Source: an optimization exercise on an open RTL-to-GDS flow (aim: small area). Production flows keep margins and buffers that such runs may drop.
The RTL was checked by simulation tests, not by an equivalence proof against the original design.
Power is estimated from default activity; no workload was simulated.

### flow/run.sh
#!/bin/bash
# Own layout flow: the standard synthesis, then its combinational logic
# replaced by a hand-mapped netlist (same registers, names and cell types),
# then the standard ORFS layout with a leaner clock tree.
set -euo pipefail
W=$(pwd)
R=$W/orfs/results/$FLOW_PLATFORM/data_memory/base

# 1. Standard synthesis (the standard flow's own script, unchanged).
bash standard.sh synth > "$W/flow_synth.log" 2>&1

# 2. Replace the combinational logic, keeping every register as synthesised.
cp "$R/1_2_yosys.v" "$W/std_1_2_yosys.v"
python3 flow/gen_netlist.py "$W/std_1_2_yosys.v" "$W/gen_1_2_yosys.v" > "$W/flow_gen.log" 2>&1
cp "$W/gen_1_2_yosys.v" "$R/1_2_yosys.v"
rm -f "$R/1_synth.odb" "$R/1_synth.sdc"

# 3. The rest of the standard flow.
CTS="-sink_clustering_enable -repair_clock_nets -dont_use_dummy_load"
CTS="$CTS -buf_list sky130_fd_sc_hd__clkbuf_16 -sink_clustering_size 25 -sink_clustering_max_diameter 100"
bash standard.sh "CTS_ARGS=$CTS" finish > "$W/flow_layout.log" 2>&1
### flow/gen_netlist.py
#!/usr/bin/env python3
"""Rewrite the standard synthesis netlist of data_memory with a hand-mapped
combinational part. The registers (names, cell types, Q nets) are taken from
the standard netlist unchanged; only the decode, valid-update and read-tree
gates are replaced.

usage: gen_netlist.py STANDARD_NETLIST OUT_NETLIST
"""
import re
import sys

DEPTH = 128
W = 16
P = "sky130_fd_sc_hd__"

src = open(sys.argv[1]).read()

# Registers of the standard synthesis.
reg_re = re.compile(r"^\s*" + P + r"(\w+)\s+(\\\S+)\s*\((.*?)\);", re.M | re.S)
mem = {}
valid = {}
for cell, name, body in reg_re.findall(src):
    m = re.match(r"\\mem\[(\d+)\]\[(\d+)\]\$", name)
    v = re.match(r"\\valid\[(\d+)\]\$", name)
    if m:
        assert cell == "edfxtp_1", (cell, name)
        mem[int(m.group(1)), int(m.group(2))] = name
    elif v:
        assert cell == "dfrtp_1", (cell, name)
        valid[int(v.group(1))] = name
    elif cell.startswith(("df", "edf", "sdf", "dl")):
        raise SystemExit("unexpected register " + name)
assert len(mem) == DEPTH * W and len(valid) == DEPTH, (len(mem), len(valid))

cells = []
wires = []


def wire(n):
    wires.append(n)
    return n


def inst(cell, out_pin, out, **pins):
    n = "g%d" % len(cells)
    conns = ["." + k + "(" + v + ")" for k, v in pins.items()]
    conns.append("." + out_pin + "(" + out + ")")
    cells.append("  %s%s %s (%s);" % (P, cell, n, ", ".join(conns)))
    return out


def a(i):
    return "address[%d]" % i


# Address literals.
ai = {t: inst("inv_1", "Y", wire("ai_%d" % t), A=a(t)) for t in range(1, 8)}


def lit(t, bit):
    """A signal that is 0 exactly when address[t] == bit."""
    return ai[t] if bit else a(t)


def lit1(t, bit):
    """A signal that is 1 exactly when address[t] == bit."""
    return a(t) if bit else ai[t]


n1 = inst("nor4_1", "Y", wire("hi_a"), A=a(15), B=a(14), C=a(13), D=a(12))
n2 = inst("nor4_1", "Y", wire("hi_b"), A=a(11), B=a(10), C=a(9), D=a(8))
gr = inst("and4_1", "X", wire("g_rd"), A=n1, B=n2, C="rst", D="rEnable")
gw = inst("and3_1", "X", wire("g_wr"), A=n1, B=n2, C="wEnable")

q = {}
nq = {}
for k in range(16):
    b = [(k >> s) & 1 for s in range(4)]
    q[k] = inst("nor4_1", "Y", wire("q_%d" % k),
                A=lit(1, b[0]), B=lit(2, b[1]), C=lit(3, b[2]), D=lit(4, b[3]))
    nq[k] = inst("inv_1", "Y", wire("nq_%d" % k), A=q[k])

pcr = {}
npcw = {}
for j in range(8):
    b = [(j >> s) & 1 for s in range(3)]
    pcr[j] = inst("and4_1", "X", wire("pcr_%d" % j),
                  A=gr, B=lit1(5, b[0]), C=lit1(6, b[1]), D=lit1(7, b[2]))
    npcw[j] = inst("nand4_1", "Y", wire("npcw_%d" % j),
                   A=gw, B=lit1(5, b[0]), C=lit1(6, b[1]), D=lit1(7, b[2]))

# Per word: write select, valid update, read select.
rsel = {}
wsel = {}
vq = {}
for i in range(DEPTH):
    k, j = i & 15, i >> 4
    vq[i] = wire("v_%d" % i)
    wsel[i] = inst("nor2_1", "Y", wire("wsel_%d" % i), A=nq[k], B=npcw[j])
    vd = inst("or2_0", "X", wire("vd_%d" % i), A=vq[i], B=wsel[i])
    cells.append("  %sdfrtp_1 %s (.CLK(clk), .D(%s), .RESET_B(rst), .Q(%s));"
                 % (P, valid[i], vd, vq[i]))
    rsel[i] = inst("and3_1", "X", wire("rsel_%d" % i), A=q[k], B=pcr[j], C=vq[i])

# Storage.
mq = {}
for i in range(DEPTH):
    for b in range(W):
        mq[i, b] = wire("m_%d_%d" % (i, b))
        cells.append("  %sedfxtp_1 %s (.CLK(clk), .D(wData[%d]), .DE(%s), .Q(%s));"
                     % (P, mem[i, b], b, wsel[i], mq[i, b]))


def tree(ins, level, b):
    """Combine active-low (level odd) or active-high (level even) signals."""
    out = []
    for g in range(0, len(ins), 4):
        grp = ins[g:g + 4]
        nm = wire("t%d_%d_%d" % (level, b, g // 4))
        if len(grp) == 1:
            raise SystemExit("bad grouping")
        kind = ("nand" if level % 2 else "nor") + str(len(grp))
        cell = kind + "_1"
        pins = dict(zip("ABCD", grp))
        out.append(inst(cell, "Y", nm, **pins))
    return out


# Read tree: a222oi over three words, then nand4 / or4 / or3.
for b in range(W):
    ys = []
    for g in range(0, DEPTH, 3):
        rows = list(range(g, min(g + 3, DEPTH)))
        nm = wire("y_%d_%d" % (b, g // 3))
        pins = {}
        for r, pre in zip(rows, "ABC"):
            pins[pre + "1"] = rsel[r]
            pins[pre + "2"] = mq[r, b]
        ys.append(inst("a222oi_1" if len(rows) == 3 else "a22oi_1", "Y", nm, **pins))
    # 43 -> 11 (nand, active high) -> 3 (nor, active low) -> 1 (nand)
    # 43 -> 11 (nand4, active high) -> 3 (or4) -> 1 (or3). The upper levels
    # drive long wires across the array, so they use the buffered or cells.
    zs = tree(ys, 1, b)
    ws = []
    for g in range(0, len(zs), 4):
        grp = zs[g:g + 4]
        ws.append(inst("or%d_1" % len(grp), "X", wire("u_%d_%d" % (b, g // 4)),
                       **dict(zip("ABCD", grp))))
    assert len(ws) == 3
    inst("or3_1", "X", "rData[%d]" % b, A=ws[0], B=ws[1], C=ws[2])

hdr = """module data_memory(clk, rst, rEnable, wEnable, address, wData, rData);
  input clk;
  wire clk;
  input rst;
  wire rst;
  input rEnable;
  wire rEnable;
  input wEnable;
  wire wEnable;
  input [15:0] address;
  wire [15:0] address;
  input [15:0] wData;
  wire [15:0] wData;
  output [15:0] rData;
  wire [15:0] rData;
"""
with open(sys.argv[2], "w") as f:
    f.write(hdr)
    for w_ in wires:
        f.write("  wire %s;\n" % w_)
    f.write("\n".join(cells))
    f.write("\nendmodule\n")
print("cells", len(cells))
### standard.sh
#!/bin/bash
# synth_recipe.tcl (not shown) runs the flow's synth.tcl, then flattens the netlist and writes it again
# the make line also repeats each setting of config.mk as NAME=value (left out here)
make -C /OpenROAD-flow-scripts/flow DESIGN_CONFIG=/design/flow/config.mk WORK_HOME=/design/flow/orfs CLKGATE_MAP_FILE= SYNTH_SCRIPT=/design/flow/synth_recipe.tcl "${@:-finish}"
### config.mk
export PLATFORM = sky130hd
export DESIGN_NAME = data_memory
export DESIGN_NICKNAME = data_memory
export VERILOG_FILES = /design/flow/design.v
export SDC_FILE = /design/flow/constraint.sdc
export NUM_CORES = 4
export LEC_CHECK = 0
export CAP_MARGIN = 30
export CORE_MARGIN = 2
export CORE_UTILIZATION = 50
export PLACE_DENSITY = 0.62
export SLEW_MARGIN = 20
### constraint.sdc
create_clock -name core_clock -period 12.0 [get_ports {clk}]
set_input_delay 2.4000 -clock core_clock [delete_from_list [all_inputs] [get_ports {clk}]]
set_output_delay 2.4000 -clock core_clock [all_outputs]
set_load 0.01 [all_outputs]
### design.v
module data_memory (
   input  logic        clk,
   input  logic        rst,
   input  logic        rEnable,
   input  logic        wEnable,
   input  logic [15:0] address,
   input  logic [15:0] wData,
   output logic [15:0] rData
);
   localparam int DEPTH = 128;
   logic             in_range;
   logic [3:0]       pa;
   logic [3:0]       pb;
   logic [7:0]       pc_r;
   logic [7:0]       pc_w;
   logic [DEPTH-1:0] rsel;
   logic [DEPTH-1:0] wsel;
   logic [DEPTH-1:0] valid;
   logic [15:0]      mem [DEPTH];
   assign in_range = (address[15:8] == 8'h00);
   always_comb begin
      for (int j = 0; j < 4; j++) pa[j] = (address[2:1] == j);
      for (int j = 0; j < 4; j++) pb[j] = (address[4:3] == j);
      for (int j = 0; j < 8; j++) begin
         pc_r[j] = (address[7:5] == j) && rst && rEnable && in_range;
         pc_w[j] = (address[7:5] == j) && wEnable && in_range;
      end
      for (int i = 0; i < DEPTH; i++) begin
         wsel[i] = pa[i % 4] && pb[(i / 4) % 4] && pc_w[i / 16];
         rsel[i] = pa[i % 4] && pb[(i / 4) % 4] && pc_r[i / 16] && valid[i];
      end
   end
   always_ff @(posedge clk or negedge rst) begin
      if (!rst) valid <= '0;
      else valid <= valid | wsel;
   end
   for (genvar i = 0; i < DEPTH; i++) begin : g_word
      always_ff @(posedge clk) begin
         if (wsel[i]) mem[i] <= wData;
      end
   end
   always_comb begin
      rData = 16'h0000;
      for (int i = 0; i < DEPTH; i++) rData = rData | (mem[i] & {16{rsel[i]}});
   end
endmodule
==> impl_metrics.env <==
export IMPL_status="no timing/DRC/antenna violations"
export IMPL_hold_path_cell_count=1
export IMPL_cts_root_buf="clkbuf_16"
export IMPL_track_usage=0.258
export IMPL_synth_nets=3583
export IMPL_n_fill_cell=11459
export IMPL_post_cts_setup_buffers=0
export IMPL_ir_worst_vdd_mv=0.165
export IMPL_power_switching_mw=2.30
export IMPL_syn_inst=3547
export IMPL_rsz0062_at_grt="false"
export IMPL_clkTransAtPathRegs_ps=90
export IMPL_p_int_mw=9.77
export IMPL_post_route_min_period_ps=10090
export IMPL_hold_ws_ps=477
export IMPL_die_area_mm2=0.154
export IMPL_rows=142
export IMPL_first_pass_iters=11
export IMPL_area_delta_synth_final_pct=9.42
export IMPL_synth_area_per_cell_um2=21.3
export IMPL_worst_ep_required_time_ps=9600
export IMPL_dp_hpwl_um=124000
export IMPL_vias_per_cell=6.90
export IMPL_r2r_start="valid[32]"
export IMPL_h_tree_depth=3
export IMPL_drive_above_1_share=0.0848
export IMPL_fmaxAchievable_ghz=0.0991
export IMPL_route_detailed_drc=0
export IMPL_min_from="valid[56]"
export IMPL_die_w_um=393
export IMPL_numPlacedInstances=5790
export IMPL_slew_headroom=0.237
export IMPL_powerDensity_mw_per_mm2=146
export IMPL_start_util=0.503
export IMPL_fin_cells=5908
export IMPL_fin_nets=3919
export IMPL_worstSetupEndpointType="primary output"
export IMPL_netlist_area_mm2=0.0755
export IMPL_portBuffers=50
export IMPL_antenna_found_initial=22
export IMPL_worst_slew_pin_slew_ps=1140
export IMPL_ys_warn_count=2
export IMPL_grt_first_pass_wirelength_um=282000
export IMPL_path_class="input port to primary output"
export IMPL_drv_slew=0
export IMPL_r2r_end="valid[32]"
export IMPL_core_mm2=0.150
export IMPL_dieHeight_um=393
export IMPL_cts_buffer_depth=3
export IMPL_num_vias=40754
export IMPL_cts_tree="yes"
export IMPL_r2r_worst_path_cells=1
export IMPL_drt_iter0_drc=7132
export IMPL_hold_buffers=0
export IMPL_final_util=0.551
export IMPL_reg2reg_slack_ps=11260
export IMPL_clk_latency_ps=740
export IMPL_gr_total_overflow=0
export IMPL_power_leakage_nw=26.4
export IMPL_postRouteWirelength_um=202000
export IMPL_arrival_ps=7690
export IMPL_swShare=0.191
export IMPL_finalSetupTns_ps=0
export IMPL_max_cap_viol_count=0
export IMPL_period_share=0.841
export IMPL_min_to="valid[56]"
export IMPL_io_pins=52
export IMPL_cts_buffers_inserted=98
export IMPL_cts_sinks=2176
export IMPL_clkPwrFrac=0.297
export IMPL_drt_antenna_violating_nets=0
export IMPL_cp_max_fo=16
export IMPL_hold_path_class="flop to flop"
export IMPL_skew_ps=0
export IMPL_grt_max_degree=93
export IMPL_post_cts_resized=0
export IMPL_grt_pass1_vias=37893
export IMPL_hold_violations=0
export IMPL_wl_per_cell_um=34.2
export IMPL_combPwrFrac=0.016
export IMPL_seqPwrFrac=0.687
export IMPL_gp_congestion=0.876
export IMPL_crit_path_start_kind="input port"
export IMPL_setup_violations=0
[state kept, by name, summed over array words and instances (netlist names)]
signal	count
mem	2048
valid	128
[metrics by stage]
step           setup slack, ps  power (mW)  area, um2
2_1_floorplan             5030        8.47      75500
3_3_place_gp              1750        8.64      79800
3_5_place_dp              2080        8.65      80000
4_1_cts                   2070        12.1      82500
5_1_grt                   1970        12.4      82600
6_report                  1910        12.1      82600
[cells in the final DEF, fill, tap and decap left out]
cell,instances
and4_1,9
nor2_1,116
clkbuf_16,98
nor2_2,12
buf_16,2
nor4_4,1
nand4_1,168
a22oi_1,16
clkdlybuf4s50_1,33
and3_1,129
buf_2,1
nor4_2,15
buf_8,3
nand3_1,16
a222oi_1,672
edfxtp_1,2048
buf_4,181
diode_2,11
inv_1,23
clkbuf_4,2
or2_0,128
buf_6,14
nor4_1,2
dfrtp_1,128
or4_1,32
or3_1,32
[how the worst max path moves through the flow]
stage | slack (ps) | endpoint | cells past startpoint | from
global route | 1970 | rData[14] | 10 | address[1]
floorplan | 5030 | rData[0] | 8 | address[10]
detailed placement | 2080 | rData[11] | 10 | address[1]
global placement | 1750 | rData[14] | 10 | address[1]
finish | 1910 | rData[11] | 10 | address[1]
CTS | 2070 | rData[8] | 10 | address[1]
[power by group through the flow]
stage | logic, mW | clock network (mW) | registers [mW]
floorplan | 0.00724 | 0 | 8.46
global placement | 0.182 | 0 | 8.46
detailed placement | 0.193 | 0 | 8.46
CTS | 0.193 | 3.65 | 8.29
global route | 0.203 | 3.91 | 8.29
finish | 0.191 | 3.59 | 8.29
[area by class of cell]
class,count,area [um2],area share
Sequential cell,2176,64700,0.783
Inverter,23,86.3,0.00105
Multi-Input combinational cell,1348,10800,0.131
Antenna cell,11,27.5,0.000333
Timing Repair Buffer,236,1970,0.0238
Tap cell,2016,2520,0.0305
Clock buffer,98,2450,0.0297
[critical path, cell delays in order]
cell and delay [ps]:
clkdlybuf4s50_1 870, inv_1 370, nor4_2 1030, buf_4 430, and3_1 690, a222oi_1 290
nand4_1 450, or4_1 310, or3_1 250, clkdlybuf4s50_1 580
[per-layer routing]
metal / vias up / part of all wire / routed length (um) / GRT usage
li1: 16777 / - / - / -
met4: 6 / 0.036 / 7180 / 0.0800
met2: 2309 / 0.46 / 92700 / 0.390
met5: - / 0.00024 / 48 / 0
met1: 21398 / 0.40 / 81200 / 0.388
met3: 264 / 0.10 / 20900 / 0.0427

[re-timing with driven ports]
How much do the figures lean on ideal ports? The routed layout below was timed once more, with nothing changed but the port constraints. Step 1 (the two cells are an assumption about what drives the block):
set clk [get_ports {clk}]
set_driving_cell -lib_cell sky130_fd_sc_hd__clkbuf_16 $clk
set_driving_cell -lib_cell sky130_fd_sc_hd__buf_2 [delete_from_list [all_inputs] $clk]
Step 2 also shifts input and output timing later by t, the mid clock arrival at the registers, as if the neighbouring blocks saw the same clock. Three values: no drivers, after step 1, after step 2; two values: the first two.
t, ns: 0.783
setup WS [ns]: 1.906 / 1.812 / 1.812
hold WS [ns]: 0.477 / 0.477 / 0.477
latest minus earliest clock arrival (ns): 0.093 / 0.093
slew at the worst register clock pin (ns): 0.10 / 0.10
After both steps setup and hold are still met in this run. The setup slack of this run moves by -0.094 ns with the drivers and by -0.094 ns with both steps.
